This is an optimization exercise on Yosys and OpenROAD, whose aim is small area, not a production implementation. At most, simulation tests tie the RTL to the original design; equivalence was not proved. Function not checked in run 1: the RTL went through the layout flow alone. In every run shown here, the design's own scripts or RTL, not TritonCTS, make the clock network. The flow treats the clock pin as an ideal source. Dropping or thinning the clock tree relies on that and would not hold on a real chip. No activity file was given, so power comes from the tool's default toggle rates.

--- flow/config.mk ---
export PLATFORM = sky130hd
export DESIGN_NAME = l1_trigger_top
export DESIGN_NICKNAME = l1_trigger_top
export VERILOG_FILES = /design/flow/design.v
export SDC_FILE = /design/flow/constraint.sdc
export NUM_CORES = 4
export LEC_CHECK = 0
export CAP_MARGIN = 20
export CORE_MARGIN = 2
export CORE_UTILIZATION = 80
export PLACE_DENSITY = 0.88
export SLEW_MARGIN = 20
--- flow/constraint.sdc ---
create_clock -name core_clock -period 5.0 [get_ports {aclk}]
set_input_delay 1.0000 -clock core_clock [delete_from_list [all_inputs] [get_ports {aclk}]]
set_output_delay 1.0000 -clock core_clock [all_outputs]
set_load 0.01 [all_outputs]
--- flow/design.v ---
`timescale 1ns/100ps
package l1_trig_pkg;
    localparam int NUM_CHANNELS = 4;
    localparam int NUM_BEAMS    = 2;
    localparam int SAMPLE_W = 5;
    localparam int BSUM_W   = 7;
    localparam int POWER_W  = 18;
    localparam int LOW_W    = 12;
    localparam int ROOT_W   = 7;
    localparam int CNT_W    = 6;
    localparam int HOLDOFF_CLOCKS     = 16;
    localparam int HOLDOFF_W          = $clog2(HOLDOFF_CLOCKS + 1);
    localparam int RATE_PERIOD_CLOCKS = 1024;
    localparam int WINDOW_W           = $clog2(RATE_PERIOD_CLOCKS);
    localparam int AXIL_ADDR_W = 8;
    localparam int AXIL_DATA_W = 32;
    localparam logic [AXIL_ADDR_W-1:0] REG_CTRL    = 8'h00;
    localparam logic [AXIL_ADDR_W-1:0] REG_THRESH0 = 8'h10;
    localparam logic [AXIL_ADDR_W-1:0] REG_THRESH1 = 8'h14;
    localparam logic [AXIL_ADDR_W-1:0] REG_COUNT0  = 8'h20;
    localparam logic [AXIL_ADDR_W-1:0] REG_COUNT1  = 8'h24;
    function automatic logic [1:0] fa(input logic a, input logic b, input logic c);
        fa = 2'(a) + 2'(b) + 2'(c);
    endfunction
    function automatic logic maj(input logic a, input logic b, input logic c);
        maj = (a & b) | (a & c) | (b & c);
    endfunction
endpackage
`timescale 1ns/100ps
module beam_former (
    input  logic                                                aclk,
    input  logic                                                rst_n_i,
    input  logic [l1_trig_pkg::NUM_CHANNELS*l1_trig_pkg::SAMPLE_W-1:0] samples_i,
    output logic [l1_trig_pkg::NUM_BEAMS*l1_trig_pkg::BSUM_W-1:0]      beam_sums_o
);
    localparam int BSUM_W = l1_trig_pkg::BSUM_W;
    logic [4:0] b0, b1, b2, b3;
    logic [4:0] p3;
    logic [5:0] p2;
    logic [6:0] p1;
    logic [5:0] p2_next;
    logic [6:0] p1_next;
    logic [6:0] sum0;
    logic [6:0] sum1;
    assign b0 = samples_i[4:0]   ^ 5'h10;
    assign b1 = samples_i[9:5]   ^ 5'h10;
    assign b2 = samples_i[14:10] ^ 5'h10;
    assign b3 = samples_i[19:15] ^ 5'h10;
    always_comb begin
        logic [1:0] t;
        logic       c;
        c = 1'b0;
        for (int i = 0; i < 5; i++) begin
            t = l1_trig_pkg::fa(p3[i], b2[i], c);
            p2_next[i] = t[0];
            c = t[1];
        end
        p2_next[5] = c;
        c = 1'b0;
        for (int i = 0; i < 5; i++) begin
            t = l1_trig_pkg::fa(p2[i], b1[i], c);
            p1_next[i] = t[0];
            c = t[1];
        end
        t = l1_trig_pkg::fa(p2[5], c, 1'b0);
        p1_next[5] = t[0];
        p1_next[6] = t[1];
        c = 1'b0;
        for (int i = 0; i < 5; i++) begin
            t = l1_trig_pkg::fa(p1[i], b0[i], c);
            sum1[i] = t[0];
            c = t[1];
        end
        t = l1_trig_pkg::fa(p1[5], c, 1'b0);
        sum1[5] = t[0];
        sum1[6] = p1[6] ^ t[1];
    end
    always_comb begin
        logic [1:0] t;
        logic [4:0] s1, c1;
        logic [5:0] s2, c2;
        logic [5:0] ra, rb, rc;
        for (int i = 0; i < 5; i++) begin
            t = l1_trig_pkg::fa(b0[i], b1[i], b2[i]);
            s1[i] = t[0];
            c1[i] = t[1];
        end
        ra = {1'b0, s1};
        rb = {c1, 1'b0};
        rc = {1'b0, b3};
        for (int i = 0; i < 6; i++) begin
            t = l1_trig_pkg::fa(ra[i], rb[i], rc[i]);
            s2[i] = t[0];
            c2[i] = t[1];
        end
        sum0 = 7'(s2) + {c2, 1'b0};
    end
    always_ff @(posedge aclk) begin
        if (!rst_n_i) begin
            p3 <= 5'd16;
            p2 <= 6'd32;
            p1 <= 7'd48;
        end else begin
            p3 <= b3;
            p2 <= p2_next;
            p1 <= p1_next;
        end
    end
    assign beam_sums_o[0*BSUM_W +: BSUM_W] = sum0;
    assign beam_sums_o[1*BSUM_W +: BSUM_W] = sum1;
endmodule
`timescale 1ns/100ps
module beam_discriminator (
    input  logic                                                aclk,
    input  logic                                                rst_n_i,
    input  logic [l1_trig_pkg::NUM_BEAMS*l1_trig_pkg::BSUM_W-1:0]  beam_sums_i,
    input  logic [l1_trig_pkg::NUM_BEAMS*l1_trig_pkg::ROOT_W-1:0]  root_use_n_i,
    output logic [l1_trig_pkg::NUM_BEAMS-1:0]                      raw_trig_o
);
    localparam int NUM_BEAMS = l1_trig_pkg::NUM_BEAMS;
    localparam int BSUM_W    = l1_trig_pkg::BSUM_W;
    localparam int ROOT_W    = l1_trig_pkg::ROOT_W;
    logic [NUM_BEAMS-1:0] decide;
    logic [NUM_BEAMS-1:0] decide_q1;
    logic [NUM_BEAMS-1:0] decide_q2;
    always_comb begin
        logic [BSUM_W-1:0] u;
        logic [ROOT_W-1:0] nr;
        logic              c;
        for (int b = 0; b < NUM_BEAMS; b++) begin
            u  = beam_sums_i[b*BSUM_W +: BSUM_W];
            nr = root_use_n_i[b*ROOT_W +: ROOT_W];
            c  = !u[6];
            for (int i = 0; i < 6; i++) begin
                c = l1_trig_pkg::maj(u[i] ^ !u[6], nr[i], c);
            end
            decide[b] = c && nr[6];
        end
    end
    always_ff @(posedge aclk) begin
        decide_q1  <= decide & {NUM_BEAMS{rst_n_i}};
        decide_q2  <= decide_q1 & {NUM_BEAMS{rst_n_i}};
        raw_trig_o <= decide_q2 & {NUM_BEAMS{rst_n_i}};
    end
endmodule
`timescale 1ns/100ps
module trigger_rate_counter (
    input  logic                                              aclk,
    input  logic                                              rst_n_i,
    input  logic [l1_trig_pkg::NUM_BEAMS-1:0]                    raw_trig_i,
    input  logic                                              rate_start_i,
    output logic [l1_trig_pkg::NUM_BEAMS-1:0]                    trigger_o,
    output logic [l1_trig_pkg::NUM_BEAMS*l1_trig_pkg::CNT_W-1:0] counts_o,
    output logic                                              count_done_o
);
    localparam int NUM_BEAMS = l1_trig_pkg::NUM_BEAMS;
    localparam int CNT_W     = l1_trig_pkg::CNT_W;
    localparam int WINDOW_W  = l1_trig_pkg::WINDOW_W;
    logic [NUM_BEAMS-1:0][4:0]       served;
    logic [NUM_BEAMS-1:0][CNT_W-1:0] counts;
    logic [WINDOW_W:0]               window;
    logic                            window_run;
    logic                            clear;
    assign counts_o     = counts;
    assign window_run   = !window[WINDOW_W];
    assign count_done_o = window[WINDOW_W] && !window[0];
    assign clear        = rate_start_i || !rst_n_i;
    always_comb begin
        for (int b = 0; b < NUM_BEAMS; b++) begin
            trigger_o[b] = raw_trig_i[b] && served[b][4];
        end
    end
    always_ff @(posedge aclk) begin
        for (int b = 0; b < NUM_BEAMS; b++) begin
            logic       c;
            logic [4:0] nxt;
            c = !served[b][4];
            for (int i = 0; i < 4; i++) begin
                nxt[i] = served[b][i] ^ c;
                c      = served[b][i] & c;
            end
            nxt[4] = served[b][4] | c;
            if (clear) begin
                served[b] <= 5'b10000;
            end else if (trigger_o[b]) begin
                served[b] <= 5'b00000;
            end else begin
                served[b] <= nxt;
            end
        end
    end
    always_ff @(posedge aclk) begin
        logic              c;
        logic [WINDOW_W:0] nxt;
        c = window_run;
        for (int i = 0; i < WINDOW_W; i++) begin
            nxt[i] = window[i] ^ c;
            c      = window[i] & c;
        end
        nxt[WINDOW_W] = window[WINDOW_W] | c;
        if (!rst_n_i) begin
            window <= (WINDOW_W+1)'(1025);
        end else if (rate_start_i) begin
            window <= '0;
        end else begin
            window <= nxt;
        end
    end
    always_ff @(posedge aclk) begin
        for (int b = 0; b < NUM_BEAMS; b++) begin
            logic             c;
            logic [CNT_W-1:0] nxt;
            c = window_run && trigger_o[b];
            for (int i = 0; i < CNT_W; i++) begin
                nxt[i] = counts[b][i] ^ c;
                c      = counts[b][i] & c;
            end
            counts[b] <= clear ? '0 : nxt;
        end
    end
endmodule
`timescale 1ns/100ps
module l1_trigger_regs (
    input  logic                                                aclk,
    input  logic                                                rst_n_i,
    input  logic                                                awvalid_i,
    input  logic [l1_trig_pkg::AXIL_ADDR_W-1:0]                    awaddr_i,
    input  logic                                                wvalid_i,
    input  logic [l1_trig_pkg::POWER_W-1:0]                        wdata_i,
    input  logic [2:0]                                          wstrb_i,
    input  logic                                                bready_i,
    input  logic                                                arvalid_i,
    input  logic [l1_trig_pkg::AXIL_ADDR_W-1:0]                    araddr_i,
    input  logic                                                rready_i,
    output logic                                                awready_o,
    output logic                                                wready_o,
    output logic                                                bvalid_o,
    output logic [1:0]                                          bresp_o,
    output logic                                                arready_o,
    output logic                                                rvalid_o,
    output logic [l1_trig_pkg::AXIL_DATA_W-1:0]                    rdata_o,
    output logic [1:0]                                          rresp_o,
    output logic [l1_trig_pkg::NUM_BEAMS*l1_trig_pkg::ROOT_W-1:0]  root_use_n_o,
    output logic                                                rate_start_o,
    input  logic [l1_trig_pkg::NUM_BEAMS*l1_trig_pkg::CNT_W-1:0]   counts_i,
    input  logic                                                count_done_i
);
    localparam int NUM_BEAMS   = l1_trig_pkg::NUM_BEAMS;
    localparam int POWER_W     = l1_trig_pkg::POWER_W;
    localparam int LOW_W       = l1_trig_pkg::LOW_W;
    localparam int ROOT_W      = l1_trig_pkg::ROOT_W;
    localparam int CNT_W       = l1_trig_pkg::CNT_W;
    localparam int AXIL_DATA_W = l1_trig_pkg::AXIL_DATA_W;
    localparam logic [7:0] REG_CTRL    = l1_trig_pkg::REG_CTRL;
    localparam logic [7:0] REG_THRESH0 = l1_trig_pkg::REG_THRESH0;
    localparam logic [7:0] REG_THRESH1 = l1_trig_pkg::REG_THRESH1;
    localparam logic [7:0] REG_COUNT0  = l1_trig_pkg::REG_COUNT0;
    localparam logic [7:0] REG_COUNT1  = l1_trig_pkg::REG_COUNT1;
    localparam logic [ROOT_W-1:0] ROOT_NEVER = ROOT_W'(64);
    logic                              wr_accept;
    logic                              rd_accept;
    logic                              bvalid;
    logic                              rvalid;
    logic                              ctrl_wr;
    logic                              update_now;
    logic [NUM_BEAMS-1:0][POWER_W-1:0] thresh_stage;
    logic [NUM_BEAMS-1:0]              thresh_sel;
    logic [NUM_BEAMS-1:0][2:0]         stage_we;
    logic [POWER_W-1:0]                stage_d;
    logic                              rd_en;
    logic [POWER_W-1:0]                rd_data_next;
    logic [POWER_W-1:0]                rdata;
    assign wr_accept     = awvalid_i && wvalid_i && !bvalid;
    assign ctrl_wr       = wr_accept && (awaddr_i == REG_CTRL) && wstrb_i[0];
    assign update_now    = ctrl_wr && wdata_i[1];
    assign thresh_sel[0] = wr_accept && (awaddr_i == REG_THRESH0);
    assign thresh_sel[1] = wr_accept && (awaddr_i == REG_THRESH1);
    always_ff @(posedge aclk) begin
        if (!rst_n_i) begin
            bvalid <= 1'b0;
        end else if (wr_accept) begin
            bvalid <= 1'b1;
        end else if (bready_i) begin
            bvalid <= 1'b0;
        end
    end
    always_ff @(posedge aclk) begin
        if (!rst_n_i) begin
            rate_start_o <= 1'b0;
        end else begin
            rate_start_o <= ctrl_wr && wdata_i[0];
        end
    end
    always_comb begin
        for (int b = 0; b < NUM_BEAMS; b++) begin
            for (int l = 0; l < 3; l++) begin
                stage_we[b][l] = (thresh_sel[b] && wstrb_i[l]) || !rst_n_i;
            end
        end
        stage_d = wdata_i | {POWER_W{!rst_n_i}};
    end
    always_ff @(posedge aclk) begin
        for (int b = 0; b < NUM_BEAMS; b++) begin
            if (stage_we[b][0]) thresh_stage[b][7:0]          <= stage_d[7:0];
            if (stage_we[b][1]) thresh_stage[b][15:8]         <= stage_d[15:8];
            if (stage_we[b][2]) thresh_stage[b][POWER_W-1:16] <= stage_d[POWER_W-1:16];
        end
    end
    function automatic logic [7:0] add8(input logic [7:0] x, input logic [7:0] y);
        logic [1:0] t;
        logic       c;
        c = 1'b0;
        for (int i = 0; i < 8; i++) begin
            t = l1_trig_pkg::fa(x[i], y[i], c);
            add8[i] = t[0];
            c = t[1];
        end
    endfunction
    logic [NUM_BEAMS-1:0]              wrote;
    logic [POWER_W-1:4]                lvl_hi;
    logic                              hi_zero;
    logic [2:0]                        a0;
    logic [3:0]                        a1;
    logic [4:0]                        a2;
    logic [5:0]                        a3;
    logic [5:2]                        rt_hi;
    logic [5:2]                        rt_hi_q;
    logic [4:0]                        a3_q;
    logic                              hi_zero_q;
    logic [3:0]                        lvl_lo;
    logic [6:0]                        a4;
    logic [7:0]                        a5;
    logic [1:0]                        rt_lo;
    logic [ROOT_W-1:0]                 nroot_new;
    logic [NUM_BEAMS-1:0][ROOT_W-1:0]  nroot_stage;
    logic [NUM_BEAMS-1:0][ROOT_W-1:0]  nroot_next;
    logic [NUM_BEAMS-1:0][ROOT_W-1:0]  nroot_use;
    always_comb begin
        logic [POWER_W-1:4] cur;
        cur = awaddr_i[2] ? thresh_stage[1][POWER_W-1:4] : thresh_stage[0][POWER_W-1:4];
        lvl_hi[7:4]          = wstrb_i[0] ? wdata_i[7:4]          : cur[7:4];
        lvl_hi[15:8]         = wstrb_i[1] ? wdata_i[15:8]         : cur[15:8];
        lvl_hi[POWER_W-1:16] = wstrb_i[2] ? wdata_i[POWER_W-1:16] : cur[POWER_W-1:16];
    end
    assign hi_zero  = (lvl_hi[POWER_W-1:LOW_W] == '0);
    assign a0       = {1'b0, lvl_hi[11:10]} + 3'b111;
    assign rt_hi[5] = !a0[2];
    assign a1       = 4'(add8(8'({a0[1:0], lvl_hi[9:8]}), 8'({rt_hi[5], 1'b0, 2'b11})));
    assign rt_hi[4] = !a1[3];
    assign a2       = 5'(add8(8'({a1[2:0], lvl_hi[7:6]}), 8'({rt_hi[4], rt_hi[5:4] ^ {2{rt_hi[4]}}, 2'b11})));
    assign rt_hi[3] = !a2[4];
    assign a3       = 6'(add8(8'({a2[3:0], lvl_hi[5:4]}), 8'({rt_hi[3], rt_hi[5:3] ^ {3{rt_hi[3]}}, 2'b11})));
    assign rt_hi[2] = !a3[5];
    always_ff @(posedge aclk) begin
        rt_hi_q   <= rt_hi;
        a3_q      <= a3[4:0];
        hi_zero_q <= hi_zero;
    end
    assign lvl_lo    = wrote[1] ? thresh_stage[1][3:0] : thresh_stage[0][3:0];
    assign a4        = {a3_q, lvl_lo[3:2]} + {rt_hi_q[2], rt_hi_q[5:2] ^ {4{rt_hi_q[2]}}, 2'b11};
    assign rt_lo[1]  = !a4[6];
    assign a5        = {a4[5:0], lvl_lo[1:0]} + {rt_lo[1], {rt_hi_q, rt_lo[1]} ^ {5{rt_lo[1]}}, 2'b11};
    assign rt_lo[0]  = !a5[7];
    assign nroot_new = hi_zero_q ? {1'b1, ~rt_hi_q, ~rt_lo} : ~ROOT_NEVER;
    always_ff @(posedge aclk) begin
        wrote <= thresh_sel & {NUM_BEAMS{rst_n_i}};
        for (int b = 0; b < NUM_BEAMS; b++) begin
            if (wrote[b] || !rst_n_i) begin
                nroot_stage[b] <= {nroot_new[6] && rst_n_i, nroot_new[5:0] | {6{!rst_n_i}}};
            end
        end
    end
    assign nroot_use    = update_now ? nroot_stage : nroot_next;
    assign root_use_n_o = nroot_use;
    always_ff @(posedge aclk) begin
        for (int b = 0; b < NUM_BEAMS; b++) begin
            nroot_next[b] <= {nroot_use[b][6] && rst_n_i, nroot_use[b][5:0] | {6{!rst_n_i}}};
        end
    end
    assign rd_accept = arvalid_i && !rvalid;
    always_comb begin
        case (araddr_i)
            REG_CTRL:    rd_data_next = POWER_W'(count_done_i);
            REG_THRESH0: rd_data_next = thresh_stage[0];
            REG_THRESH1: rd_data_next = thresh_stage[1];
            REG_COUNT0:  rd_data_next = POWER_W'(counts_i[0*CNT_W +: CNT_W]);
            REG_COUNT1:  rd_data_next = POWER_W'(counts_i[1*CNT_W +: CNT_W]);
            default:     rd_data_next = '0;
        endcase
        rd_data_next = rd_data_next & {POWER_W{rst_n_i}};
    end
    assign rd_en = rd_accept || !rst_n_i;
    always_ff @(posedge aclk) begin
        if (rd_en) begin
            rdata <= rd_data_next;
        end
    end
    always_ff @(posedge aclk) begin
        if (!rst_n_i) begin
            rvalid <= 1'b0;
        end else if (rd_accept) begin
            rvalid <= 1'b1;
        end else if (rready_i) begin
            rvalid <= 1'b0;
        end
    end
    assign awready_o = wr_accept;
    assign wready_o  = wr_accept;
    assign bvalid_o  = bvalid;
    assign bresp_o   = 2'b00;
    assign arready_o = !rvalid;
    assign rvalid_o  = rvalid;
    assign rdata_o   = AXIL_DATA_W'(rdata);
    assign rresp_o   = 2'b00;
endmodule
`timescale 1ns/100ps
module l1_trigger_top (
    input  logic        aclk,
    input  logic        rst_n_i,
    input  logic [19:0] samples_i,
    input  logic        s_axil_awvalid,
    input  logic [7:0]  s_axil_awaddr,
    input  logic        s_axil_wvalid,
    input  logic [31:0] s_axil_wdata,
    input  logic [3:0]  s_axil_wstrb,
    input  logic        s_axil_bready,
    input  logic        s_axil_arvalid,
    input  logic [7:0]  s_axil_araddr,
    input  logic        s_axil_rready,
    output logic        s_axil_awready,
    output logic        s_axil_wready,
    output logic        s_axil_bvalid,
    output logic [1:0]  s_axil_bresp,
    output logic        s_axil_arready,
    output logic        s_axil_rvalid,
    output logic [31:0] s_axil_rdata,
    output logic [1:0]  s_axil_rresp,
    output logic [1:0]  trigger_o
);
    localparam int NUM_BEAMS = l1_trig_pkg::NUM_BEAMS;
    localparam int BSUM_W    = l1_trig_pkg::BSUM_W;
    localparam int CNT_W     = l1_trig_pkg::CNT_W;
    localparam int ROOT_W    = l1_trig_pkg::ROOT_W;
    logic [NUM_BEAMS*ROOT_W-1:0]  root_use_n;
    logic                         rate_start;
    logic [NUM_BEAMS*CNT_W-1:0]   counts;
    logic                         count_done;
    logic [NUM_BEAMS*BSUM_W-1:0]  beam_sums;
    logic [NUM_BEAMS-1:0]         raw_trig;
    l1_trigger_regs l1_trigger_regs_inst (
        .aclk         (aclk),
        .rst_n_i      (rst_n_i),
        .awvalid_i    (s_axil_awvalid),
        .awaddr_i     (s_axil_awaddr),
        .wvalid_i     (s_axil_wvalid),
        .wdata_i      (s_axil_wdata[l1_trig_pkg::POWER_W-1:0]),
        .wstrb_i      (s_axil_wstrb[2:0]),
        .bready_i     (s_axil_bready),
        .arvalid_i    (s_axil_arvalid),
        .araddr_i     (s_axil_araddr),
        .rready_i     (s_axil_rready),
        .awready_o    (s_axil_awready),
        .wready_o     (s_axil_wready),
        .bvalid_o     (s_axil_bvalid),
        .bresp_o      (s_axil_bresp),
        .arready_o    (s_axil_arready),
        .rvalid_o     (s_axil_rvalid),
        .rdata_o      (s_axil_rdata),
        .rresp_o      (s_axil_rresp),
        .root_use_n_o (root_use_n),
        .rate_start_o (rate_start),
        .counts_i     (counts),
        .count_done_i (count_done)
    );
    beam_former beam_former_inst (
        .aclk        (aclk),
        .rst_n_i     (rst_n_i),
        .samples_i   (samples_i),
        .beam_sums_o (beam_sums)
    );
    beam_discriminator beam_discriminator_inst (
        .aclk        (aclk),
        .rst_n_i     (rst_n_i),
        .beam_sums_i (beam_sums),
        .root_use_n_i (root_use_n),
        .raw_trig_o  (raw_trig)
    );
    trigger_rate_counter trigger_rate_counter_inst (
        .aclk         (aclk),
        .rst_n_i      (rst_n_i),
        .raw_trig_i   (raw_trig),
        .rate_start_i (rate_start),
        .trigger_o    (trigger_o),
        .counts_o     (counts),
        .count_done_o (count_done)
    );
endmodule
--- flow/flow/run.sh ---
#!/bin/bash
# The standard synthesis and layout (standard.sh), with these changes:
#  - the port buffers are buf_1 cells instead of the resizer's default pick,
#  - the clock tree is built by mytree.tcl in place of clock_tree_synthesis:
#    the clock port drives one clkbuf_8, which drives clkbuf_8 leaves, each
#    leaf driving one cluster of about 15 neighbouring flip-flops,
#  - the buffers ABC adds in synthesis are removed at floorplan (the
#    resizer's repair buffers again where it needs to),
#  - after the standard synthesis, invopt.py removes the inverter pairs that
#    Yosys's full-adder extraction leaves around the adders. Registers are
#    untouched; the result is checked against the synthesized netlist with a
#    combinational equivalence proof (flip-flops cut), and dropped if the
#    proof fails.
# Each tool's output goes to its own log in this folder.
set -euo pipefail
export BUFFER_PORTS_ARGS="-buffer_cell sky130_fd_sc_hd__buf_1"
export REMOVE_ABC_BUFFERS=1
YOSYS="${YOSYS_EXE:-$FLOW_HOME/../tools/install/yosys/bin/yosys}"
R=orfs/results/${FLOW_PLATFORM}/l1_trigger_top/base

bash standard.sh synth > synth.log 2>&1

cp "$R/1_2_yosys.v" synth_netlist.v
if python3 flow/invopt.py synth_netlist.v invopt.v > invopt.log 2>&1 &&
   python3 flow/cut_ffs.py synth_netlist.v eq_a.v >> invopt.log 2>&1 &&
   python3 flow/cut_ffs.py invopt.v eq_b.v >> invopt.log 2>&1; then
  cat > eq.ys <<EOT
read_liberty -ignore_miss_func $FLOW_HOME/platforms/sky130hd/lib/sky130_fd_sc_hd__tt_025C_1v80.lib
read_verilog eq_a.v
rename $FLOW_TOP gold
read_verilog eq_b.v
rename $FLOW_TOP gate
proc
flatten
miter -equiv -flatten -make_assert gold gate miter
hierarchy -top miter
sat -verify -prove-asserts miter
EOT
  if "$YOSYS" -s eq.ys > eq.log 2>&1; then
    echo "invopt netlist proven equivalent; using it" >> invopt.log
    cp invopt.v "$R/1_2_yosys.v"
    rm -f "$R/1_synth.odb" "$R/1_synth.sdc"
  else
    echo "equivalence proof failed; keeping the synthesized netlist" >> invopt.log
  fi
fi

# Layout: ORFS's scripts, with cts.tcl's clock_tree_synthesis call replaced
rm -rf myscripts
cp -r "$FLOW_HOME/scripts" myscripts
python3 - <<'PY'
p = "myscripts/cts.tcl"
s = open(p).read()
old = "log_cmd clock_tree_synthesis {*}$cts_args"
assert s.count(old) == 1
s = s.replace(old, "source $::env(MYTREE_TCL)\n"
              "mytree_build sky130_fd_sc_hd__clkbuf_8 sky130_fd_sc_hd__clkbuf_8 15\n"
              "set_propagated_clock [all_clocks]")
open(p, "w").write(s)
PY
export MYTREE_TCL="$PWD/flow/mytree.tcl"
SCRIPTS_DIR="$PWD/myscripts" bash standard.sh > flow.log 2>&1
--- flow/flow/cut_ffs.py ---
#!/usr/bin/env python3
"""Cut every flip-flop of a flat gate netlist into ports (Q an input, D and DE
outputs, numbered by instance name), so two netlists with the same registers can
be compared combinationally.

usage: cut_ffs.py IN.v OUT.v
"""
import re, sys
src = open(sys.argv[1]).read()
cell_re = re.compile(r"^\s*(sky130_fd_sc_hd__\w+)\s+(\S+)\s*\((.*?)\);\s*$", re.S | re.M)
pin_re = re.compile(r"\.(\w+)\(\s*(.*?)\s*\)(?=\s*,|\s*$)", re.S)
ffs = []
def sub(m):
    t = m.group(1)
    if re.search(r"__(e?dfxtp|dfrtp|dfstp|dfbbp|edfxbp|dfxbp|sdf\w*)_\d+$", t):
        pins = dict(pin_re.findall(m.group(3)))
        ffs.append((m.group(2), t, {k: v.strip() for k, v in pins.items()}))
        return ""
    return m.group(0)
body = cell_re.sub(sub, src)
ffs.sort()
extra_ports, decls, assigns = [], [], []
for k, (name, t, pins) in enumerate(ffs):
    q = pins.get("Q")
    extra_ports.append(f"ffq_{k}")
    decls.append(f"  input ffq_{k};")
    assigns.append(f"  assign {q} = ffq_{k};")
    for p in ("D", "DE"):
        if p in pins:
            extra_ports.append(f"ff{p.lower()}_{k}")
            decls.append(f"  output ff{p.lower()}_{k};")
            assigns.append(f"  assign ff{p.lower()}_{k} = {pins[p]} ;")
body = re.sub(r"^(module\s+\S+\s*\()", lambda m: m.group(1) + ", ".join(extra_ports) + ", ", body, count=1, flags=re.M)
body = body.replace("endmodule", "\n".join(decls + assigns) + "\nendmodule", 1)
open(sys.argv[2], "w").write(body)
print(len(ffs), "flops cut", file=sys.stderr)
--- flow/flow/invopt.py ---
#!/usr/bin/env python3
"""Inverter clean-up around full adders in a flat gate netlist.

A full adder is self-dual: FA(~a, ~b, ~c) = ~FA(a, b, c) on both outputs. Yosys's
adder extraction often leaves full adders fed and followed by inverters. This pass
removes every plain inverter, chooses for each full adder whether it works on its
inputs or on their complements (flipping both outputs), greedily so that the fewest
nets need an inverted copy, and puts back one inverter per net that still needs one.
Registers and all other cells are left as they are.

usage: invopt.py IN.v OUT.v
"""
import re
import sys
from collections import defaultdict

OUT_PINS = {"X", "Y", "Q", "Q_N", "COUT", "SUM", "HI", "LO"}
src = open(sys.argv[1]).read()

mod = re.search(r"^module\s+(\S+)\s*\((.*?)\);", src, re.S | re.M)
ports = {p.strip() for p in mod.group(2).split(",")}
port_bits = set()
for m in re.finditer(r"^\s*(input|output|inout)\s+(\[(\d+):(\d+)\]\s+)?(\S+)\s*;", src, re.M):
    name = m.group(5)
    if m.group(2):
        hi, lo = int(m.group(3)), int(m.group(4))
        for i in range(min(hi, lo), max(hi, lo) + 1):
            port_bits.add(f"{name}[{i}]")
    port_bits.add(name)

cell_re = re.compile(r"^\s*(sky130_fd_sc_hd__\w+)\s+(\S+)\s*\((.*?)\);\s*$", re.S | re.M)
pin_re = re.compile(r"\.(\w+)\(\s*(.*?)\s*\)(?=\s*,|\s*$)", re.S)


def norm(net):
    net = net.strip()
    return net


cells = []
for m in cell_re.finditer(src):
    pins = {p: norm(n) for p, n in pin_re.findall(m.group(3))}
    cells.append({"type": m.group(1), "name": m.group(2), "pins": pins, "span": m.span()})

is_inv = lambda c: re.fullmatch(r"sky130_fd_sc_hd__inv_\d+", c["type"]) is not None
is_fa = lambda c: re.fullmatch(r"sky130_fd_sc_hd__fa_\d+", c["type"]) is not None

# inverters we may remove: output not a port
inv_of = {}  # out net -> in net
removable = set()
for i, c in enumerate(cells):
    if is_inv(c) and c["pins"]["Y"] not in port_bits:
        inv_of[c["pins"]["Y"]] = c["pins"]["A"]
        removable.add(i)


def literal(net):
    pol = 0
    seen = 0
    while net in inv_of and seen < 100:
        net = inv_of[net]
        pol ^= 1
        seen += 1
    return net, pol


# consumers: (cell index, pin) -> (root, need)
cons = []  # list of [cell, pin, root, need]
for i, c in enumerate(cells):
    if i in removable:
        continue
    for p, n in c["pins"].items():
        if p in OUT_PINS:
            continue
        if re.fullmatch(r"\d+'[bh][0-9a-fA-F]+", n):
            continue
        r, need = literal(n)
        cons.append([i, p, r, need])

# output ports driven through removable inverters must stay positive
port_need = []
for pb in port_bits:
    if pb in inv_of:
        r, need = literal(pb)
        port_need.append((pb, r, need))

fa_idx = [i for i, c in enumerate(cells) if is_fa(c)]
fa_out = {}
for i in fa_idx:
    for p in ("COUT", "SUM"):
        fa_out[cells[i]["pins"][p]] = i
flip = {i: 0 for i in fa_idx}
# an FA whose output is a port (or feeds a port through inverters) keeps its polarity
fixed = set()
for i in fa_idx:
    for p in ("COUT", "SUM"):
        if cells[i]["pins"][p] in port_bits:
            fixed.add(i)

by_root = defaultdict(list)
for k, (i, p, r, need) in enumerate(cons):
    by_root[r].append(k)
port_by_root = defaultdict(list)
for pb, r, need in port_need:
    port_by_root[r].append(need)


def carried(r):
    i = fa_out.get(r)
    return flip[i] if i is not None else 0


def root_cost(r):
    c = carried(r)
    needs = set()
    for k in by_root[r]:
        i, p, _, need = cons[k]
        if i in flip:
            need ^= flip[i]
        needs.add(need)
    for need in port_by_root[r]:
        needs.add(need)
    return 1 if (needs - {c}) else 0


def fa_roots(i):
    rs = set()
    for p, n in cells[i]["pins"].items():
        if p in OUT_PINS:
            rs.add(n)
        else:
            rs.add(literal(n)[0])
    return rs


total = sum(root_cost(r) for r in set(by_root) | set(port_by_root))
before_invs = len(removable)
changed = True
rounds = 0
while changed and rounds < 50:
    changed = False
    rounds += 1
    for i in fa_idx:
        if i in fixed:
            continue
        rs = fa_roots(i)
        old = sum(root_cost(r) for r in rs)
        flip[i] ^= 1
        new = sum(root_cost(r) for r in rs)
        if new < old:
            total += new - old
            changed = True
        else:
            flip[i] ^= 1

# build the new netlist
out_parts = []
new_wires = []
inv_net = {}
n_new = 0


def net_for(r, need):
    global n_new
    if need == carried(r):
        return r
    if r not in inv_net:
        n_new += 1
        w = f"_invopt_{n_new}_"
        inv_net[r] = w
        new_wires.append(w)
    return inv_net[r]


conn = {}
for k, (i, p, r, need) in enumerate(cons):
    if i in flip:
        need ^= flip[i]
    conn[(i, p)] = net_for(r, need)
port_drv = {}
for pb, r, need in port_need:
    port_drv[pb] = net_for(r, need)

pos = 0
text = []
for i, c in enumerate(cells):
    s, e = c["span"]
    text.append(src[pos:s])
    pos = e
    if i in removable:
        continue
    pins = []
    for p, n in c["pins"].items():
        pins.append(f"    .{p}({conn.get((i, p), n)} )")
    text.append(f"  {c['type']} {c['name']} (\n" + ",\n".join(pins) + "\n  );")
rest = src[pos:]
extra = []
for r, w in inv_net.items():
    extra.append(f"  sky130_fd_sc_hd__inv_1 {w}cell (\n    .A({r} ),\n    .Y({w} )\n  );")
for pb, n in port_drv.items():
    extra.append(f"  assign {pb} = {n};")
rest = rest.replace("endmodule", "\n".join(extra) + "\nendmodule", 1)
body = "".join(text) + rest
# declare the new wires after the module header's declarations
decl = "".join(f"  wire {w};\n" for w in new_wires)
body = re.sub(r"(^module\s+\S+\s*\(.*?\);\n)", lambda m: m.group(1) + decl, body, count=1, flags=re.S | re.M)
open(sys.argv[2], "w").write(body)
print(f"invopt: {before_invs} removable inverters, {len(inv_net)} after; {sum(flip.values())} full adders flipped", file=sys.stderr)
--- flow/flow/mytree.tcl ---
# A two-level clock tree: the clock port drives one root buffer, which drives
# a few leaf buffers, each driving the flip-flops of one placement cluster
# (k-means on the flip-flop locations). Replaces clock_tree_synthesis.
proc mytree_build { leaf_cell root_cell per_leaf } {
  set db [ord::get_db]
  set block [ord::get_db_block]
  set clk_port [$block findBTerm aclk]
  set clk_net [$clk_port getNet]
  set sinks {}
  foreach it [$clk_net getITerms] {
    if { [$it isInputSignal] && [[$it getInst] isPlaced] } { lappend sinks $it }
  }
  set n [llength $sinks]
  set k [expr { int(ceil(double($n) / $per_leaf)) }]
  if { $k < 1 } { set k 1 }
  set xs {}; set ys {}
  foreach it $sinks {
    set box [[$it getInst] getBBox]
    lappend xs [expr { ([$box xMin] + [$box xMax]) / 2.0 }]
    lappend ys [expr { ([$box yMin] + [$box yMax]) / 2.0 }]
  }
  # k-means, seeded along the sorted x order
  set order [lsort -indices -real $xs]
  set cx {}; set cy {}
  for {set c 0} {$c < $k} {incr c} {
    set i [lindex $order [expr { int(($c + 0.5) * $n / $k) }]]
    lappend cx [lindex $xs $i]; lappend cy [lindex $ys $i]
  }
  set cap [expr { int(ceil(double($n) / $k)) + 2 }]
  for {set iter 0} {$iter < 30} {incr iter} {
    # balanced assignment: nearest centre with room, sinks in order of distance gap
    set asg [lrepeat $n -1]
    set cnt [lrepeat $k 0]
    set pairs {}
    for {set i 0} {$i < $n} {incr i} {
      for {set c 0} {$c < $k} {incr c} {
        set d [expr { abs([lindex $xs $i] - [lindex $cx $c]) + abs([lindex $ys $i] - [lindex $cy $c]) }]
        lappend pairs [list $d $i $c]
      }
    }
    foreach p [lsort -real -index 0 $pairs] {
      lassign $p d i c
      if { [lindex $asg $i] >= 0 } { continue }
      if { [lindex $cnt $c] >= $cap } { continue }
      lset asg $i $c
      lset cnt $c [expr { [lindex $cnt $c] + 1 }]
    }
    set sx [lrepeat $k 0.0]; set sy [lrepeat $k 0.0]
    for {set i 0} {$i < $n} {incr i} {
      set c [lindex $asg $i]
      lset sx $c [expr { [lindex $sx $c] + [lindex $xs $i] }]
      lset sy $c [expr { [lindex $sy $c] + [lindex $ys $i] }]
    }
    for {set c 0} {$c < $k} {incr c} {
      if { [lindex $cnt $c] > 0 } {
        lset cx $c [expr { [lindex $sx $c] / [lindex $cnt $c] }]
        lset cy $c [expr { [lindex $sy $c] / [lindex $cnt $c] }]
      }
    }
  }
  set leaf_m [$db findMaster $leaf_cell]
  set root_m [$db findMaster $root_cell]
  set root [odb::dbInst_create $block $root_m "clktree_root"]
  set root_net [odb::dbNet_create $block "clktree_root_net"]
  $root_net setSigType CLOCK
  [$root findITerm A] connect $clk_net
  [$root findITerm X] connect $root_net
  set rx 0.0; set ry 0.0
  for {set c 0} {$c < $k} {incr c} {
    set leaf [odb::dbInst_create $block $leaf_m "clktree_leaf_$c"]
    set net [odb::dbNet_create $block "clktree_net_$c"]
    $net setSigType CLOCK
    [$leaf findITerm A] connect $root_net
    [$leaf findITerm X] connect $net
    $leaf setLocation [expr { int([lindex $cx $c]) }] [expr { int([lindex $cy $c]) }]
    $leaf setPlacementStatus PLACED
    set rx [expr { $rx + [lindex $cx $c] / $k }]
    set ry [expr { $ry + [lindex $cy $c] / $k }]
    for {set i 0} {$i < $n} {incr i} {
      if { [lindex $asg $i] == $c } {
        set it [lindex $sinks $i]
        $it disconnect
        $it connect $net
      }
    }
  }
  $root setLocation [expr { int($rx) }] [expr { int($ry) }]
  $root setPlacementStatus PLACED
  puts "mytree: $n sinks, $k leaves of $leaf_cell, root $root_cell"
}
--- flow/standard.sh ---
#!/bin/bash
# synth_recipe.tcl (not shown) runs the flow's synth.tcl, then flattens the netlist and writes it again
# the make line also repeats each setting of config.mk as NAME=value (left out here)
make -C /OpenROAD-flow-scripts/flow DESIGN_CONFIG=/design/flow/config.mk WORK_HOME=/design/flow/orfs CLKGATE_MAP_FILE= SYNTH_SCRIPT=/design/flow/synth_recipe.tcl "${@:-finish}"
==> results.toml, run 1 <==
[timing]
hold_viol = 0
rsz0062_at_grt = "false"
min_period_over_period_pct = 85.7
period_needed_ns = 4.29
tns_ns = 0
tightest_slew_ns = 0.844
finalMaxSlewViolations = 0
relSlewSlack_pct = 43.4
clock.fmax_ghz = 0.233
finClkSkew_ns = 0.0304
setup_viol = 0

[finish]
drive_gt1_share_pct = 5.74
area_growth_pct = 7.17
final_cell_mix = "buf_1 (87), dfxtp_1 (86), edfxtp_1 (68)"
fin_nets = 926
layout_commonest_cell = "buf_1"
nFillCells = 475
finalInstanceArea_sq_um = 8230
antenna_cells = 0
final_util_pct = 88.7

[logic_synthesis]
synth_warnings = 4
avgSynthCellArea_sq_um = 11.2
syn_area_sq_um = 7680
synth_cells = 684

[global_routing]
first_global_vias = 5510
grt_max_degree = 35
antenna_found_initial = 0
globalRouteTotalUtil_pct = 31.7
grt_pass1_wl_um = 25700
gr-total-overflow = 0

[floorplanning]
fp.dieW_um = 102
start_util_pct = 82.7
placementRows = 35
ios = 122
fp.dieH_um = 102
coreArea_sq_um = 9280
die-area_sq_um = 10400

[detailed_routing]
drt-met1-wl_um = 5930
wl_met3_um = 1280
drtIter0Drc = 321
antenna_left = 0
avgRoutedWirePerCell_um = 17.7
via_count = 5467
routed_wl_um = 15900
first_pass_iters = 5
drcViolationCount = 0
top_layer = "met4"
vias_per_cell = 6.10
wl_met2_um = 8180

[placed_design]
placed_area_sq_um = 8060
portBuffers = 88
post-dp-hpwl_um = 12100
gp_congestion = 0.895

[setup_path]
startpoint = "s_axil_awaddr[2]"
crit_path_end_kind = "flop"
cp-start-kind = "input port"
cp.required_ns = 5.37
reg2reg_depth = 14
crit_type = "input port to flop"
worstPathMaxFanout = 9
r2r_end = "beam_discriminator_inst.decide_q1[1]"
cp.arrival_ns = 4.65
r2r_slack_ns = 1.33
r2r_start = "beam_former_inst.p1[0]"

[cts]
ctsHoldBuffers = 0
cts_setup_buffers = 0
clk_latency_ns = 0.44
post_cts_resized = 0
clk_pin_slew_ns = 0.09

[pwr]
ir_drop_mv = 0.282
leakage_nw = 3.40
p_per_area_nw_per_um2 = 383

[min_path]
holdPathStages = 1
min_to = "beam_discriminator_inst.decide_q2[1]"
min_path_type = "flop to flop"
hold_start = "beam_discriminator_inst.decide_q1[1]"

[job]
cap_viol_max_count = 0

[run_status]
status = "timing/DRC/antenna clean"
## final cells by class
class                   count  area [sq um]  area share, %
flip-flops and latches    154          3760           45.7
plain buffers              12           165           2.01
inverters                  43           161           1.96
multi-input cells         459          3560           43.3
well taps                 129           161           1.96
repair buffers             99           414           5.03
## through the flow
| stage | hold WS (ns) | std cells | total power [mW] | setup slack [ns] |
|---|---|---|---|---|
| detailed placement | 0.425 | 884 | 2.56 | 0.304 |
| finish | 0.453 | 896 | 3.15 | 0.713 |
| CTS | 0.452 | 896 | 3.13 | 0.756 |
| global placement | 0.415 | 884 | 2.45 | 0.491 |
| floorplan | 0.412 | 656 | 2.28 | 0.607 |
| global route | 0.467 | 896 | 3.33 | 0.493 |
## critical path, cell delays in order
cell and delay, ns:
buf_1 0.53, mux2i_1 0.26, nor2_1 0.05, a21oi_1 0.26, ha_1 0.29, nand2_1 0.09
xnor2_1 0.15, fa_1 0.44, xor2_1 0.17, xnor2_1 0.16, inv_1 0.07, fa_1 0.39
fa_1 0.44, xnor2_1 0.20, xnor2_1 0.14
## report_power, final
part / total (mW) / switching (mW) / internal (mW) / leakage [nW]
registers: 1.44 / 0.0480 / 1.39 / 1.37
clock network: 0.578 / 0.364 / 0.215 / 0.0863
logic: 1.13 / 0.636 / 0.498 / 1.95
total: 3.15 / 1.05 / 2.11 / 3.40
## per-layer routing
layer,vias to the layer above,global-route usage (%)
met5,-,0
met4,0,9.33
met3,55,4.31
met2,299,58.9
met1,2609,38.5
li1,2504,-
## registers in the layout, summed over array words and instances, names as in the netlist
name	count
beam_discriminator_inst.decide_q1	2
beam_discriminator_inst.decide_q2	2
beam_discriminator_inst.raw_trig_o	2
beam_former_inst.p1	7
beam_former_inst.p2	6
beam_former_inst.p3	5
l1_trigger_regs_inst.a3_q	5
l1_trigger_regs_inst.bvalid	1
l1_trigger_regs_inst.hi_zero_q	1
l1_trigger_regs_inst.nroot_next	14
l1_trigger_regs_inst.nroot_stage	14
l1_trigger_regs_inst.rate_start_o	1
l1_trigger_regs_inst.rdata	18
l1_trigger_regs_inst.rt_hi_q	4
l1_trigger_regs_inst.rvalid	1
l1_trigger_regs_inst.thresh_stage	36
l1_trigger_regs_inst.wrote	2
trigger_rate_counter_inst.counts	12
trigger_rate_counter_inst.served	10
trigger_rate_counter_inst.window	11
## how the worst max path moves through the flow
stage                                           end  slack, ns  cells after the start
6_report            l1_trigger_regs_inst.rt_hi_q[2]       0.71                     15
5_1_grt             l1_trigger_regs_inst.rt_hi_q[2]       0.49                     15
4_1_cts             l1_trigger_regs_inst.rt_hi_q[2]       0.76                     15
3_5_place_dp        l1_trigger_regs_inst.rt_hi_q[2]       0.30                     15
3_3_place_gp        l1_trigger_regs_inst.rt_hi_q[2]       0.49                     15
2_1_floorplan  beam_discriminator_inst.decide_q1[1]       0.61                     13
==> inputs of run 2 (changes only) <==
--- a/flow/design.v
+++ b/flow/design.v
@@ -317,28 +317,28 @@
         end
     endfunction
     logic [NUM_BEAMS-1:0]              wrote;
-    logic [POWER_W-1:4]                lvl_hi;
+    logic [POWER_W-1:6]                lvl_hi;
     logic                              hi_zero;
     logic [2:0]                        a0;
     logic [3:0]                        a1;
     logic [4:0]                        a2;
-    logic [5:0]                        a3;
-    logic [5:2]                        rt_hi;
-    logic [5:2]                        rt_hi_q;
-    logic [4:0]                        a3_q;
+    logic [5:3]                        rt_hi;
+    logic [5:3]                        rt_hi_q;
+    logic [3:0]                        a2_q;
     logic                              hi_zero_q;
-    logic [3:0]                        lvl_lo;
+    logic [5:0]                        lvl_lo;
+    logic [5:0]                        a3;
     logic [6:0]                        a4;
     logic [7:0]                        a5;
-    logic [1:0]                        rt_lo;
+    logic [2:0]                        rt_lo;
     logic [ROOT_W-1:0]                 nroot_new;
     logic [NUM_BEAMS-1:0][ROOT_W-1:0]  nroot_stage;
     logic [NUM_BEAMS-1:0][ROOT_W-1:0]  nroot_next;
     logic [NUM_BEAMS-1:0][ROOT_W-1:0]  nroot_use;
     always_comb begin
-        logic [POWER_W-1:4] cur;
-        cur = awaddr_i[2] ? thresh_stage[1][POWER_W-1:4] : thresh_stage[0][POWER_W-1:4];
-        lvl_hi[7:4]          = wstrb_i[0] ? wdata_i[7:4]          : cur[7:4];
+        logic [POWER_W-1:6] cur;
+        cur = awaddr_i[2] ? thresh_stage[1][POWER_W-1:6] : thresh_stage[0][POWER_W-1:6];
+        lvl_hi[7:6]          = wstrb_i[0] ? wdata_i[7:6]          : cur[7:6];
         lvl_hi[15:8]         = wstrb_i[1] ? wdata_i[15:8]         : cur[15:8];
         lvl_hi[POWER_W-1:16] = wstrb_i[2] ? wdata_i[POWER_W-1:16] : cur[POWER_W-1:16];
     end
@@ -349,17 +349,17 @@
     assign rt_hi[4] = !a1[3];
     assign a2       = 5'(add8(8'({a1[2:0], lvl_hi[7:6]}), 8'({rt_hi[4], rt_hi[5:4] ^ {2{rt_hi[4]}}, 2'b11})));
     assign rt_hi[3] = !a2[4];
-    assign a3       = 6'(add8(8'({a2[3:0], lvl_hi[5:4]}), 8'({rt_hi[3], rt_hi[5:3] ^ {3{rt_hi[3]}}, 2'b11})));
-    assign rt_hi[2] = !a3[5];
     always_ff @(posedge aclk) begin
         rt_hi_q   <= rt_hi;
-        a3_q      <= a3[4:0];
+        a2_q      <= a2[3:0];
         hi_zero_q <= hi_zero;
     end
-    assign lvl_lo    = wrote[1] ? thresh_stage[1][3:0] : thresh_stage[0][3:0];
-    assign a4        = {a3_q, lvl_lo[3:2]} + {rt_hi_q[2], rt_hi_q[5:2] ^ {4{rt_hi_q[2]}}, 2'b11};
+    assign lvl_lo    = wrote[1] ? thresh_stage[1][5:0] : thresh_stage[0][5:0];
+    assign a3        = {a2_q, lvl_lo[5:4]} + {rt_hi_q[3], rt_hi_q[5:3] ^ {3{rt_hi_q[3]}}, 2'b11};
+    assign rt_lo[2]  = !a3[5];
+    assign a4        = {a3[4:0], lvl_lo[3:2]} + {rt_lo[2], {rt_hi_q, rt_lo[2]} ^ {4{rt_lo[2]}}, 2'b11};
     assign rt_lo[1]  = !a4[6];
-    assign a5        = {a4[5:0], lvl_lo[1:0]} + {rt_lo[1], {rt_hi_q, rt_lo[1]} ^ {5{rt_lo[1]}}, 2'b11};
+    assign a5        = {a4[5:0], lvl_lo[1:0]} + {rt_lo[1], {rt_hi_q, rt_lo[2:1]} ^ {5{rt_lo[1]}}, 2'b11};
     assign rt_lo[0]  = !a5[7];
     assign nroot_new = hi_zero_q ? {1'b1, ~rt_hi_q, ~rt_lo} : ~ROOT_NEVER;
     always_ff @(posedge aclk) begin
==> flow/flow/run.sh (replaced) <==
#!/bin/bash
# The standard synthesis and layout (standard.sh), with these changes:
#  - the port buffers are buf_1 cells instead of the resizer's default pick,
#  - the clock tree is built by mytree.tcl in place of clock_tree_synthesis:
#    the clock port drives one clkbuf_8, which drives clkbuf_8 leaves, each
#    leaf driving one cluster of about 15 neighbouring flip-flops,
#  - one tie cell drives all constant outputs (no tie fanout repair),
#  - the buffers ABC adds in synthesis are removed at floorplan (the
#    resizer's repair buffers again where it needs to),
#  - after the standard synthesis, invopt.py removes the inverter pairs that
#    Yosys's full-adder extraction leaves around the adders. Registers are
#    untouched; the result is checked against the synthesized netlist with a
#    combinational equivalence proof (flip-flops cut), and dropped if the
#    proof fails,
#  - then the logic between registers and adder cells is mapped again by
#    ABC for area (remap.ys.in, remap.abc), checked the same way.
# Each tool's output goes to its own log in this folder.
set -euo pipefail
export BUFFER_PORTS_ARGS="-buffer_cell sky130_fd_sc_hd__buf_1"
export REMOVE_ABC_BUFFERS=1
export SKIP_REPAIR_TIE_FANOUT=1
YOSYS="${YOSYS_EXE:-$FLOW_HOME/../tools/install/yosys/bin/yosys}"
R=orfs/results/${FLOW_PLATFORM}/l1_trigger_top/base

bash standard.sh synth > synth.log 2>&1

cp "$R/1_2_yosys.v" synth_netlist.v
LIB="$FLOW_HOME/platforms/sky130hd/lib/sky130_fd_sc_hd__tt_025C_1v80.lib"

# Combinational equivalence of a netlist with the synthesized one (flip-flops
# cut into ports); 0 when proven
equiv() {
  python3 flow/cut_ffs.py synth_netlist.v eq_a.v >> "$2" 2>&1 &&
  python3 flow/cut_ffs.py "$1" eq_b.v >> "$2" 2>&1 || return 1
  cat > eq.ys <<EOT
read_liberty -ignore_miss_func $LIB
read_verilog eq_a.v
rename $FLOW_TOP gold
read_verilog eq_b.v
rename $FLOW_TOP gate
proc
flatten
miter -equiv -flatten -make_assert gold gate miter
hierarchy -top miter
sat -verify -prove-asserts miter
EOT
  "$YOSYS" -s eq.ys >> "$2" 2>&1
}

best=synth_netlist.v
# 1. inverter clean-up around the full adders
if python3 flow/invopt.py synth_netlist.v invopt.v > invopt.log 2>&1 &&
   equiv invopt.v invopt.log; then
  echo "invopt netlist proven equivalent; using it" >> invopt.log
  best=invopt.v
else
  echo "invopt not used" >> invopt.log
fi
# 2. area-oriented remap of the logic between the registers and adder cells
DONTUSE=$(grep -o 'cell *( *"sky130_fd_sc_hd__\(lpflow\|probe\)[a-z0-9_]*' "$LIB" | sed 's/.*"/-dont_use /' | tr '\n' ' ')
sed -e "s#@LIB@#$LIB#g" -e "s#@IN@#$best#" -e "s#@TOP@#$FLOW_TOP#" \
    -e "s#@SCRIPT@#$PWD/flow/remap.abc#" -e "s#@DONTUSE@#$DONTUSE#" -e "s#@OUT@#remap.v#" \
    flow/remap.ys.in > remap.ys
if "$YOSYS" -s remap.ys > remap.log 2>&1 && equiv remap.v remap.log; then
  echo "remap netlist proven equivalent; using it" >> remap.log
  best=remap.v
else
  echo "remap not used" >> remap.log
fi
if [[ "$best" != synth_netlist.v ]]; then
  cp "$best" "$R/1_2_yosys.v"
  rm -f "$R/1_synth.odb" "$R/1_synth.sdc"
fi

# Layout: ORFS's scripts, with cts.tcl's clock_tree_synthesis call replaced
rm -rf myscripts
cp -r "$FLOW_HOME/scripts" myscripts
python3 - <<'PY'
p = "myscripts/cts.tcl"
s = open(p).read()
old = "log_cmd clock_tree_synthesis {*}$cts_args"
assert s.count(old) == 1
s = s.replace(old, "source $::env(MYTREE_TCL)\n"
              "mytree_build sky130_fd_sc_hd__clkbuf_8 sky130_fd_sc_hd__clkbuf_8 15\n"
              "set_propagated_clock [all_clocks]")
open(p, "w").write(s)
PY
export MYTREE_TCL="$PWD/flow/mytree.tcl"
SCRIPTS_DIR="$PWD/myscripts" bash standard.sh > flow.log 2>&1
==> flow/flow/remap.abc (new file) <==
&get -n
&st
&dch -f
&nf -a
&put
==> flow/flow/remap.ys.in (new file) <==
read_liberty -ignore_miss_func @LIB@
read_verilog @IN@
hierarchy -top @TOP@
blackbox sky130_fd_sc_hd__dfxtp_1 sky130_fd_sc_hd__edfxtp_1 sky130_fd_sc_hd__fa_1 sky130_fd_sc_hd__ha_1 sky130_fd_sc_hd__conb_1
flatten
opt -fast
abc -liberty @LIB@ -script @SCRIPT@ @DONTUSE@
opt_clean -purge
splitnets
opt_clean -purge
insbuf -buf sky130_fd_sc_hd__buf_4 A X
opt_clean -purge
tee -o remap_stat.txt stat -liberty @LIB@
write_verilog -noexpr -nohex -nodec -noattr @OUT@
==> results.toml, run 2 <==
[run_status]
status = "timing/DRC/antenna clean"

[finish]
fin_nets = 875
seqCellArea_sq_um = 3720
area_growth_pct = 7.84
antenna_cells = 0
nFillCells = 418
stdcell_count = 825
drive_gt1_share_pct = 3.49
reg_top3 = "l1_trigger_regs_inst.thresh_stage x36, l1_trigger_regs_inst.rdata x18"
layout_commonest_cell = "buf_1"
largest_register_ff_count = 36
multi_input_area_sq_um = 3320
final_cell_mix = "buf_1 (87), dfxtp_1 (83), edfxtp_1 (68)"
finalInstanceArea_sq_um = 7830
top_register = "l1_trigger_regs_inst.thresh_stage"

[placed_design]
post-dp-hpwl_um = 10900
dpl_worst_slack_ns = 0.334
gp_congestion = 0.868
dp_cells = 813
portBuffers = 88
placed_area_sq_um = 7670

[setup_path]
crit_top_cell = "xnor2_1"
worstPathMaxFanout = 7
critical_path.top_delay_family = "XOR/XNOR gates"
crit_path_end_kind = "flop"
crit_buf_inv = 2
cp.arrival_ns = 4.88
cp-start-kind = "flop"
cp.required_ns = 5.15
crit_path_cell_trace = "mux2_1 > nand2b_1 > nand2_1 > o21ai_0 > xnor2_1 > buf_4 > xnor2_1 > ha_1 > a21oi_1 > o21ai_0 > xnor2_1 > xnor2_1 > buf_4 > xor2_1 > ha_1 > a21oi_1 > o21ai_0 > xnor2_1 > xnor2_1 > nand2_1"
slowest_stage = "mux2_1"
slowest_delay_ns = 0.44
crit_type = "flop to flop"

[floorplanning]
fp.dieH_um = 99.3
start_util_pct = 82.9
placementRows = 34
coreArea_sq_um = 8760
die-area_sq_um = 9860
fp.dieW_um = 99.3
ios = 122

[detailed_routing]
antenna_left = 0
via_count = 5049
wl_met3_um = 1060
top_layer = "met4"
wl_met2_um = 7970
drcViolationCount = 0
first_pass_iters = 8
routed_wl_um = 15200
drt-met1-wl_um = 5790
avgRoutedWirePerCell_um = 18.5
vias_per_cell = 6.12
drtIter0Drc = 295

[logic_synthesis]
synth_warnings = 4
avgSynthCellArea_sq_um = 11.6
syn_area_sq_um = 7260
synth_cells = 627

[timing]
timing.final.ws_setup_ns = 0.272
relSlewSlack_pct = 30.2
clock.fmax_ghz = 0.211
period_needed_ns = 4.73
whs_ns = 0.444
hold_viol = 0
min_period_over_period_pct = 94.6
rsz0062_at_grt = "false"
finalMaxSlewViolations = 0
tightest_slew_ns = 1.05
tns_ns = 0
setup_viol = 0
finClkSkew_ns = 0.0327

[cts]
cts_setup_buffers = 0
clk_pin_slew_ns = 0.09
clk_latency_ns = 0.42

[pwr]
ir_drop_mv = 0.480
p_per_area_nw_per_um2 = 512
leakage_nw = 3.02

[job]
cap_viol_max_count = 0

[global_routing]
antenna_found_initial = 0
grt_pass1_wl_um = 24700
globalRouteTotalUtil_pct = 31.4
grt_max_degree = 44
first_global_vias = 5311
gr-total-overflow = 0

[min_path]
min_path_type = "flop to flop"
[run 2: worst paths after layout]
kind                                           endpoint                                 start  slack, ns  cells past startpoint
setup / recovery    l1_trigger_regs_inst.nroot_stage[7]         l1_trigger_regs_inst.wrote[1]       0.27                     20
hold / removal    beam_discriminator_inst.raw_trig_o[0]  beam_discriminator_inst.decide_q2[0]       0.44                      1
setup reg to reg    l1_trigger_regs_inst.nroot_stage[7]         l1_trigger_regs_inst.wrote[1]       0.27                     20
hold reg to reg   beam_discriminator_inst.raw_trig_o[0]  beam_discriminator_inst.decide_q2[0]       0.44                      1
[run 2: report_power, final]
group / internal [mW] / leakage (nW) / switching [mW]
Clock: 0.215 / 0.0863 / 0.355
Sequential: 1.38 / 1.36 / 0.0429
Combinational: 0.905 / 1.57 / 1.11
[run 2: repair_timing]
item                                    in CTS  in global routing
gates resized for setup                      0                  1
endpoints found under the setup margin       0                  2
hold buffers                                 0                  0
[run 2: through the flow]
step | total power [mW] | util [%]
finish | 4.01 | 89.4
global route | 4.20 | 89.4
CTS | 3.99 | 89.4
detailed placement | 3.29 | 87.5
global placement | 3.17 | 87.5
floorplan | 2.86 | -
[run 2: per-layer routing]
metal  global-route usage, %  vias up
li1                        -     2365
met1                    37.6     2434
met2                    58.8      211
met3                    3.65       39
met4                    10.6        0
met5                       0        -
[run 2: layout make-up]
class	instances	area share, %
buffer	12	2.11
inverter	25	1.20
multi-input combinational	431	42.3
sequential	152	47.5
tap	108	1.72
timing repair buffer	97	5.10
==> inputs of run 3 (changes only) <==
==> flow/flow/remap.abc (replaced) <==
&get -n
&st
&dch -f
&nf -a
&put
&get -n
&st
&dch -f
&nf -a
&put
==> flow/flow/remap.ys.in (replaced) <==
read_liberty -ignore_miss_func @LIB@
read_verilog @IN@
hierarchy -top @TOP@
blackbox sky130_fd_sc_hd__dfxtp_1 sky130_fd_sc_hd__edfxtp_1 sky130_fd_sc_hd__fa_1 sky130_fd_sc_hd__conb_1
flatten
opt -fast
abc -liberty @LIB@ -script @SCRIPT@ @DONTUSE@
opt_clean -purge
splitnets
opt_clean -purge
insbuf -buf sky130_fd_sc_hd__buf_4 A X
opt_clean -purge
tee -o remap_stat.txt stat -liberty @LIB@
write_verilog -noexpr -nohex -nodec -noattr @OUT@
==> results.toml, run 3 <==
[floorplanning]
placementRows = 34
fp.dieH_um = 97.9
fp.dieW_um = 97.9
ios = 122
die-area_sq_um = 9580
coreArea_sq_um = 8640
start_util_pct = 81.6

[placed_design]
portBuffers = 88
dpl_worst_slack_ns = 0.342
dp_cells = 836
gp_congestion = 0.817
post-dp-hpwl_um = 10900

[timing]
min_period_over_period_pct = 94.8
finClkSkew_ns = 0.0169
relSlewSlack_pct = 39.5
tightest_slew_ns = 0.907
clock.fmax_ghz = 0.211
period_needed_ns = 4.74
timing.final.ws_setup_ns = 0.260
setup_viol = 0
tns_ns = 0
rsz0062_at_grt = "false"
finalMaxSlewViolations = 0
hold_viol = 0

[global_routing]
grt_pass1_wl_um = 25100
globalRouteTotalUtil_pct = 32.4
antenna_found_initial = 0
gr-total-overflow = 0
first_global_vias = 5355
grt_max_degree = 74

[setup_path]
cp-start-kind = "flop"
crit_type = "flop to flop"
reg2reg_depth = 12
cp.required_ns = 5.16
startpoint = "l1_trigger_regs_inst.wrote[1]"
worstPathMaxFanout = 9
crit_end = "l1_trigger_regs_inst.nroot_stage[0]"
r2r_slack_ns = 0.26
crit_path_end_kind = "flop"
r2r_start = "l1_trigger_regs_inst.wrote[1]"
r2r_end = "l1_trigger_regs_inst.nroot_stage[0]"
cp.arrival_ns = 4.90

[detailed_routing]
drtIter0Drc = 300
avgRoutedWirePerCell_um = 18.4
drt-met1-wl_um = 5670
first_pass_iters = 7
wl_met3_um = 1080
drcViolationCount = 0
wl_met2_um = 8450
routed_wl_um = 15600
top_layer = "met4"
via_count = 5221
antenna_left = 0
vias_per_cell = 6.16

[pwr]
ir_drop_mv = 0.325
p_per_area_nw_per_um2 = 453
leakage_nw = 2.71
p_total_mw = 3.45

[finish]
antenna_cells = 0
final_cell_mix = "buf_1 (87), dfxtp_1 (84), nand2_1 (74)"
seqCellArea_sq_um = 3720
multi_input_area_sq_um = 3140
nFillCells = 434
reg_top3 = "l1_trigger_regs_inst.thresh_stage x36, l1_trigger_regs_inst.rdata x18"
layout_commonest_cell = "buf_1"
area_growth_pct = 7.90
fin_nets = 844
stdcell_count = 848
top_register = "l1_trigger_regs_inst.thresh_stage"
drive_gt1_share_pct = 3.11
largest_register_ff_count = 36
final_util_pct = 88.1

[job]
cap_viol_max_count = 0

[cts]
ctsHoldBuffers = 0
cts_setup_buffers = 0
clk_pin_slew_ns = 0.09
clk_latency_ns = 0.43
post_cts_resized = 0

[logic_synthesis]
synth_cells = 651
synth_warnings = 4
syn_area_sq_um = 7050
avgSynthCellArea_sq_um = 10.8

[run_status]
status = "timing/DRC/antenna clean"

[min_path]
min_path_type = "flop to flop"
run 3: how the worst min path moves through the flow:
| stage | start | end | slack (ns) | depth (start not counted) |
|---|---|---|---|---|
| after detailed placement | beam_discriminator_inst.decide_q2[0] | beam_discriminator_inst.raw_trig_o[0] | 0.42 | 1 |
| after CTS | beam_discriminator_inst.decide_q2[0] | beam_discriminator_inst.raw_trig_o[0] | 0.43 | 1 |
| final | beam_discriminator_inst.decide_q2[0] | beam_discriminator_inst.raw_trig_o[0] | 0.43 | 1 |
| after global placement | beam_discriminator_inst.decide_q1[0] | beam_discriminator_inst.decide_q2[0] | 0.42 | 1 |
| after global routing | beam_discriminator_inst.decide_q2[0] | beam_discriminator_inst.raw_trig_o[0] | 0.45 | 1 |
| after floorplan | beam_discriminator_inst.decide_q1[0] | beam_discriminator_inst.decide_q2[0] | 0.41 | 1 |
run 3: metal layers:
layer / vias to the layer above / track usage, %
met4: 0 / 8.76
li1: 2444 / -
met3: 41 / 3.36
met1: 2504 / 37.9
met2: 232 / 63.1
met5: - / 0
run 3: area by class of cell:
type	instances	share of cell area, %
timing repair buffer	96	5.15
tap	108	1.78
buffer	12	2.17
inverter	15	0.740
sequential	152	48.9
multi-input combinational	465	41.2
run 3: report_power, final:
| group | leakage, nW | internal (mW) | switching, mW | total, mW |
|---|---|---|---|---|
| combinational | 1.27 | 0.661 | 0.803 | 1.46 |
| sequential | 1.35 | 1.37 | 0.0403 | 1.41 |
| clock | 0.0863 | 0.214 | 0.361 | 0.576 |
| total | 2.71 | 2.24 | 1.20 | 3.45 |
run 3: metrics by stage:
stage	cell area, sq um	hold WS (ns)
floorplan	6910	0.413
finish	7610	0.430
global placement	7440	0.415
detailed placement	7440	0.420
global route	7610	0.445
CTS	7600	0.432
run 3: critical path, stage by stage, from the launching register on:
cell	delay, ns
dfxtp_1	0.57
mux2_1	0.30
o221ai_1	0.15
a31oi_1	0.53
xnor3_1	0.48
maj3_1	0.41
o311a_1	0.43
xnor3_1	0.45
xnor2_1	0.17
maj3_1	0.38
a311oi_1	0.34
xnor2_1	0.16
nand2_1	0.10
==> inputs of run 4 (changes only) <==
==> flow/flow/remap.abc (replaced) <==
&get -n
&st
&dch -f
&nf -a
&put
==> results.toml, run 4 <==
[run_status]
status = "timing/DRC/antenna clean"

[setup_path]
cp.arrival_ns = 4.93
worstPathMaxFanout = 7
slowest_stage = "mux2i_1"
critical_path.top_delay_family = "XOR/XNOR gates"
crit_top_cell = "xnor3_1"
cp-start-kind = "flop"
crit_type = "flop to flop"
crit_path_end_kind = "flop"
slowest_delay_ns = 0.68
crit_path_cell_trace = "mux2i_1 > a211o_1 > a31o_1 > xnor3_1 > maj3_1 > a311oi_1 > buf_4 > xnor3_1 > xnor2_1 > maj3_1 > a31oi_1 > xnor3_1 > nand2_1"
crit_buf_inv = 1
cp.required_ns = 5.17

[min_path]
min_path_type = "flop to flop"

[global_routing]
globalRouteTotalUtil_pct = 32.0
first_global_vias = 5393
antenna_found_initial = 0
grt_max_degree = 71
grt_pass1_wl_um = 25200
gr-total-overflow = 0

[finish]
layout_commonest_cell = "buf_1"
reg_top3 = "l1_trigger_regs_inst.thresh_stage x36, l1_trigger_regs_inst.rdata x18"
fin_nets = 842
antenna_cells = 0
final_cell_mix = "buf_1 (87), dfxtp_1 (84), edfxtp_1 (68)"
nFillCells = 422
drive_gt1_share_pct = 3.25
multi_input_area_sq_um = 3170
finalInstanceArea_sq_um = 7660
seqCellArea_sq_um = 3720
area_growth_pct = 7.99
largest_register_ff_count = 36
top_register = "l1_trigger_regs_inst.thresh_stage"

[detailed_routing]
drtIter0Drc = 371
avgRoutedWirePerCell_um = 18.3
routed_wl_um = 15500
vias_per_cell = 6.34
drcViolationCount = 0
via_count = 5360
first_pass_iters = 7
antenna_left = 0

[floorplanning]
coreArea_sq_um = 8680
die-area_sq_um = 9640
fp.dieH_um = 98.2
start_util_pct = 81.8
placementRows = 34
ios = 122
fp.dieW_um = 98.2

[timing]
period_needed_ns = 4.76
rsz0062_at_grt = "false"
tns_ns = 0
timing.final.ws_setup_ns = 0.239
relSlewSlack_pct = 49.5
tightest_slew_ns = 0.736
clock.fmax_ghz = 0.210
finalMaxSlewViolations = 0
min_period_over_period_pct = 95.2
finClkSkew_ns = 0.0305
setup_viol = 0
hold_viol = 0

[placed_design]
gp_congestion = 0.824
portBuffers = 88
placed_area_sq_um = 7490
post-dp-hpwl_um = 11100
dpl_worst_slack_ns = 0.369

[cts]
cts_setup_buffers = 0
clk_pin_slew_ns = 0.10
post_cts_resized = 0
clk_latency_ns = 0.43
ctsHoldBuffers = 0

[logic_synthesis]
syn_area_sq_um = 7100
avgSynthCellArea_sq_um = 10.9
synth_warnings = 4
synth_cells = 648

[pwr]
p_sw_share_pct = 34.5
p_int_mw = 2.51
leakage_nw = 2.83
net-switching-power_mw = 1.32
pwr-share-comb_pct = 48.0
p_total_mw = 3.83
ir_drop_mv = 0.697
seq_power_share_pct = 36.9
pwr-share-clk_pct = 15.1
p_per_area_nw_per_um2 = 500

[job]
cap_viol_max_count = 0
## run 4: worst paths after layout
path | to | cells after the start | slack, ns | start
max | l1_trigger_regs_inst.nroot_stage[0] | 13 | 0.24 | l1_trigger_regs_inst.wrote[1]
min | beam_discriminator_inst.raw_trig_o[1] | 1 | 0.44 | beam_discriminator_inst.decide_q2[1]
max reg2reg | l1_trigger_regs_inst.nroot_stage[0] | 13 | 0.24 | l1_trigger_regs_inst.wrote[1]
min reg2reg | beam_discriminator_inst.raw_trig_o[1] | 1 | 0.44 | beam_discriminator_inst.decide_q2[1]
## run 4: power by group through the flow
stage	registers (mW)	clock network (mW)	logic [mW]
after floorplan	1.43	0	1.39
after global placement	1.44	0	1.62
after detailed placement	1.44	0	1.76
after CTS	1.41	0.576	1.77
after global routing	1.42	0.618	1.94
final	1.41	0.578	1.84
## run 4: metrics by stage
stage,util [%],std cells,hold slack (ns)
3_3_place_gp,86.4,834,0.421
3_5_place_dp,86.4,834,0.420
4_1_cts,88.3,846,0.442
2_1_floorplan,-,629,0.413
5_1_grt,88.3,846,0.476
6_report,88.3,846,0.443
## run 4: layout make-up
class | count | area share [%]
Sequential cell | 152 | 48.6
Multi-Input combinational cell | 459 | 41.4
Timing Repair Buffer | 97 | 5.21
Buffer | 12 | 2.16
Tap cell | 108 | 1.76
Inverter | 18 | 0.882
## run 4: layer usage
| layer | share of wire, % | wire length, um | vias up | global-route usage [%] |
|---|---|---|---|---|
| met2 | 53 | 8230 | 272 | 61.0 |
| met4 | 2.6 | 410 | 0 | 7.69 |
| li1 | - | - | 2460 | - |
| met3 | 7.5 | 1150 | 49 | 3.94 |
| met5 | 0 | 0 | - | 0 |
| met1 | 37 | 5690 | 2579 | 38.9 |

[re-timing with driven ports]
How much do the figures lean on ideal ports? The routed layouts below were timed once more, with nothing changed but the port constraints.
Step 1: set_driving_cell puts a clkbuf_16 on aclk and a buf_2 on each other input, an assumption about the parent block.
Step 2 also shifts input and output timing later by t, the mid clock arrival at the registers, as if the neighbouring blocks saw the same clock.
Slacks: no drivers / after step 1 / after step 2; pairs: no drivers / after step 1.
run | t (ns) | setup WS [ns] | clock arrival spread, ns | worst data-port slew with drivers (ns) | cell pins on the clock port's net
run 1 | 0.459 | 0.713 / 0.717 / 0.258 | 0.030 / 0.031 | 0.04 | 1
run 2 | 0.439 | 0.272 / 0.272 / 0.272 | 0.034 / 0.034 | 0.05 | 1
run 3 | 0.462 | 0.260 / 0.260 / 0.260 | 0.023 / 0.024 | 0.05 | 1
run 4 | 0.446 | 0.239 / 0.239 / 0.239 | 0.031 / 0.032 | 0.05 | 1
After both steps setup and hold are still met in every run listed. For run 1, which loses most, drivers alone change the setup slack by +0.004 ns; drivers and shift together by -0.455 ns.
